This is an optimization exercise on Yosys and OpenROAD, whose aim is small area, not a production implementation.
Function was checked by simulation only, so behaviour that the tests miss may differ from the original.
Power is estimated from default activity; no workload was simulated.

## v15
Design csr_top, start of the top module:
module csr_top #(
    parameter int hart_id = 0
) (
    input  logic        clk,
    input  logic        rst_n,
    input  logic [11:0] rd_addr,
    input  logic [11:0] wr_addr,
    input  logic        wr_en,
    input  logic [31:0] wr_data,
    input  logic        stall_exec,
    input  logic        bubble_exec,
    input  logic        trap_insert,
    input  logic        trap_is_mret,
    input  logic [31:0] trap_epc,
    input  logic [31:0] trap_cause,
    input  logic [31:0] trap_val,
    input  logic        mtime_interrupt,
    input  logic [31:0] int_sources,
    output logic [31:0] rd_data,
    output logic        rd_illegal,
    output logic [31:0] mepc,
    output logic [31:0] mtvec,
    output logic [31:0] interrupts,
    output logic        endianness
);
    logic        priv_m;      
    logic        mprv, mpp_m, mpie, ube, mie_b, mbe;
    logic [31:0] mscratch, mcause, mtval;
    logic [63:0] mcycle, minstret;
    logic        cy_inh, ir_inh;
    logic [15:0] pend, en;
    logic        mtie;
    logic retire, wc;
    assign retire = !stall_exec && !bubble_exec;
    assign wc     = wr_en && retire && priv_m;
  ...
Size in the first run: roughly 330 flip-flops, about 14,000 µm² of cells after synthesis.
Settings: LEC_CHECK=0, CAP_MARGIN=10, CORE_MARGIN=2, CORE_UTILIZATION=50, SLEW_MARGIN=10; clock period 6.5 ns.
standard.sh (not shown) runs the stock make flow with config.mk's settings and CLKGATE_MAP_FILE= SYNTH_SCRIPT=/design/flow/synth_recipe.tcl, a recipe that flattens the netlist after the stock synthesis.
==> flow/flow/run.sh <==
#!/bin/bash
# Own layout flow: the standard flow, with
#  - synthesis: synth_recipe.tcl unchanged except for an area-oriented ABC
#    mapping script (synth_area.tcl, abc_area.script);
#  - port buffers: every input and output port still gets a buffer, of the
#    smallest buffer cell (buf_1) instead of the one buffer_ports picks;
#  - CTS: small clock buffers and no dummy loads.
# Each tool's output goes to a log file of its own in the work folder.
set -euo pipefail
W=$(pwd)
F="$W/flow"
export FLOW_SYNTH_TCL="$W/synth_recipe.tcl"
export AREA_ABC_SCRIPT="$F/abc_area.script"

# synthesis: standard.sh's own make command, with our synthesis script
sed -e "s#SYNTH_SCRIPT=[^ ]*synth_recipe.tcl#SYNTH_SCRIPT=$F/synth_area.tcl#" standard.sh > standard_area.sh
grep -q "SYNTH_SCRIPT=$F/synth_area.tcl" standard_area.sh
bash standard_area.sh synth > "$W/synth.log" 2>&1

# the rest of the standard flow
export BUFFER_PORTS_ARGS="-buffer_cell sky130_fd_sc_hd__buf_1"
export CTS_ARGS="-sink_clustering_enable -repair_clock_nets -dont_use_dummy_load -buf_list {sky130_fd_sc_hd__clkbuf_4} -sink_clustering_size 8 -sink_clustering_max_diameter 40"
bash standard.sh finish > "$W/layout.log" 2>&1
test -f "$W/out/final.def"
==> flow/flow/abc_area.script <==
&get -n
&st
&dc2
&nf -R 1000
&put
&get -n
&st
&dc2
&nf -R 1000
&put
==> flow/flow/synth_area.tcl <==
# The standard synthesis (synth_recipe.tcl), with one change: the final ABC
# technology mapping uses an area-oriented script (abc_area.script beside this
# file) instead of ORFS's delay-oriented one. Registers are mapped before ABC
# runs, so they are the same as the standard synthesis's.
proc abc {args} {
  set i [lsearch -exact $args -script]
  if {$i >= 0} {
    set args [lreplace $args [expr {$i + 1}] [expr {$i + 1}] $::env(AREA_ABC_SCRIPT)]
  }
  yosys abc {*}$args
}
source $::env(FLOW_SYNTH_TCL)
v15: all stages complete, timing, DRC and antenna checks passed
Inputs modified between v15 and v12:
Settings: PLACE_DENSITY newly set to 0.8.
Findings:
Number of antenna cells inserted (lower): v12
In v12, the global-route usage came out 1.0 points below the value in v15.
There was hardly any difference in switching share of total power between v12 and v15.
On final worst setup slack, v12 does worse than v15.
Here is what was changed in the inputs of v46 compared with v12.
Settings: CAP_MARGIN now 0, was 10; PLACE_DENSITY no longer set, was 0.8; SLEW_MARGIN now 0, was 10.
==> comparison <==
v46 finished every step from synthesis to the final layout, and the layout passed the timing, design-rule and antenna checks.
The power density over the cells was comparable across v12 and v46.
Of v46 and v12, it is v46 that has the lower time the worst path needs with I/O delays and setup.
Status: area growth from synthesis to layout parity (v46, v12)
When the final numbers for v12 and v46 were put side by side, the max-slew headroom at the worst pin turned out to be smaller in v46.
Between v46 and v12, it is v46 whose required time at the endpoint of the critical path is lower, by 50 ps.

Another version of the RTL of csr_top (not shown whole).
Size: ~1300 cells after synthesis, roughly 330 flip-flops, ~320 I/O pins.
==> flow/config.mk <==
export PLATFORM = sky130hd
export DESIGN_NAME = csr_top
export DESIGN_NICKNAME = csr_top
export VERILOG_FILES = /design/flow/design.v
export SDC_FILE = /design/flow/constraint.sdc
export NUM_CORES = 4
export LEC_CHECK = 0
export CAP_MARGIN = 10
export CORE_MARGIN = 2
export CORE_UTILIZATION = 65
export SLEW_MARGIN = 10
==> flow/constraint.sdc <==
create_clock -name core_clock -period 6.5 [get_ports {clk}]
set_input_delay 1.3000 -clock core_clock [delete_from_list [all_inputs] [get_ports {clk}]]
set_output_delay 1.3000 -clock core_clock [all_outputs]
set_load 0.01 [all_outputs]
==> flow/flow/abc_area.script <==
&get -n
&st
&dc2
&nf -R 1000
&put
Scripts as last shown in full above: flow/flow/run.sh, flow/flow/synth_area.tcl
Then changed:
==> flow/flow/abc_area.script (replaced) <==
&get -n
&st
&dc2
&nf -R 1000
&put
&get -n
&st
&dc2
&nf -R 1000
&put
- CORE_UTILIZATION: 65 -> 50
The changed run finished clean.
Routed wire length came out higher by 7.0%.
Setup slack gets better by 370 ps.
Synthesized cell count came out lower by 1.8%.
Clock skew came out lower by 4.9 ps.
Via count came out lower by 2.3%.
Sequential share of layout area stays flat.
Then changed:
==> flow/flow/abc_area.script (replaced) <==
&get -n
&st
&dc2
&nf -R 1000
&put
After rerunning:
- routed wire length went up slightly
- clock power is about the same
- synthesized area went up slightly
- count of clock-buffer cells in the layout does not change
- hold slack gets better by 8.8 ps
- cell area went up slightly
- setup slack gets worse by 400 ps

re-timing with driven ports:
In the flow no input, the clock included, has a driving cell. The finished layouts below were timed again as built, in two steps.
Step 1: set_driving_cell puts a clkbuf_16 on clk and a buf_2 on each other input, an assumption about the parent block.
Step 2, shift: input delay + t, output delay - t, t = (earliest + latest rising clock arrival at the registers) / 2. This alone moves slack from input paths to output paths.
Slacks: ideal / step 1 / step 2; pairs: ideal / step 1.
| run | t (ns) | setup WS [ns] | hold slack, ns | clock arrival spread, ns | cell pins on the clock port's net |
|---|---|---|---|---|---|
| v15 | 0.711 | 0.892 / 0.917 / 0.207 | 0.468 / 0.468 / 0.468 | 0.097 / 0.097 | 1 |
| v12 | 0.732 | 0.801 / 0.826 / 0.094 | 0.466 / 0.466 / 0.466 | 0.086 / 0.087 | 1 |
| v46 | 0.711 | 0.892 / 0.917 / 0.207 | 0.468 / 0.468 / 0.468 | 0.097 / 0.097 | 1 |
| the first run of note 2 | 0.704 | 0.798 / 0.812 / 0.108 | 0.474 / 0.474 / 0.474 | 0.082 / 0.083 | 1 |
| the second run of note 2 | 0.738 | 1.171 / 1.193 / 0.455 | 0.462 / 0.462 / 0.462 | 0.076 / 0.075 | 1 |
| the third run of note 2 | 0.725 | 0.773 / 0.798 / 0.074 | 0.470 / 0.470 / 0.470 | 0.091 / 0.091 | 1 |
After both steps setup and hold are still met in every run listed. The setup slack of the second run of note 2, which loses most, moves by +0.022 ns with the drivers and by -0.716 ns with both steps.
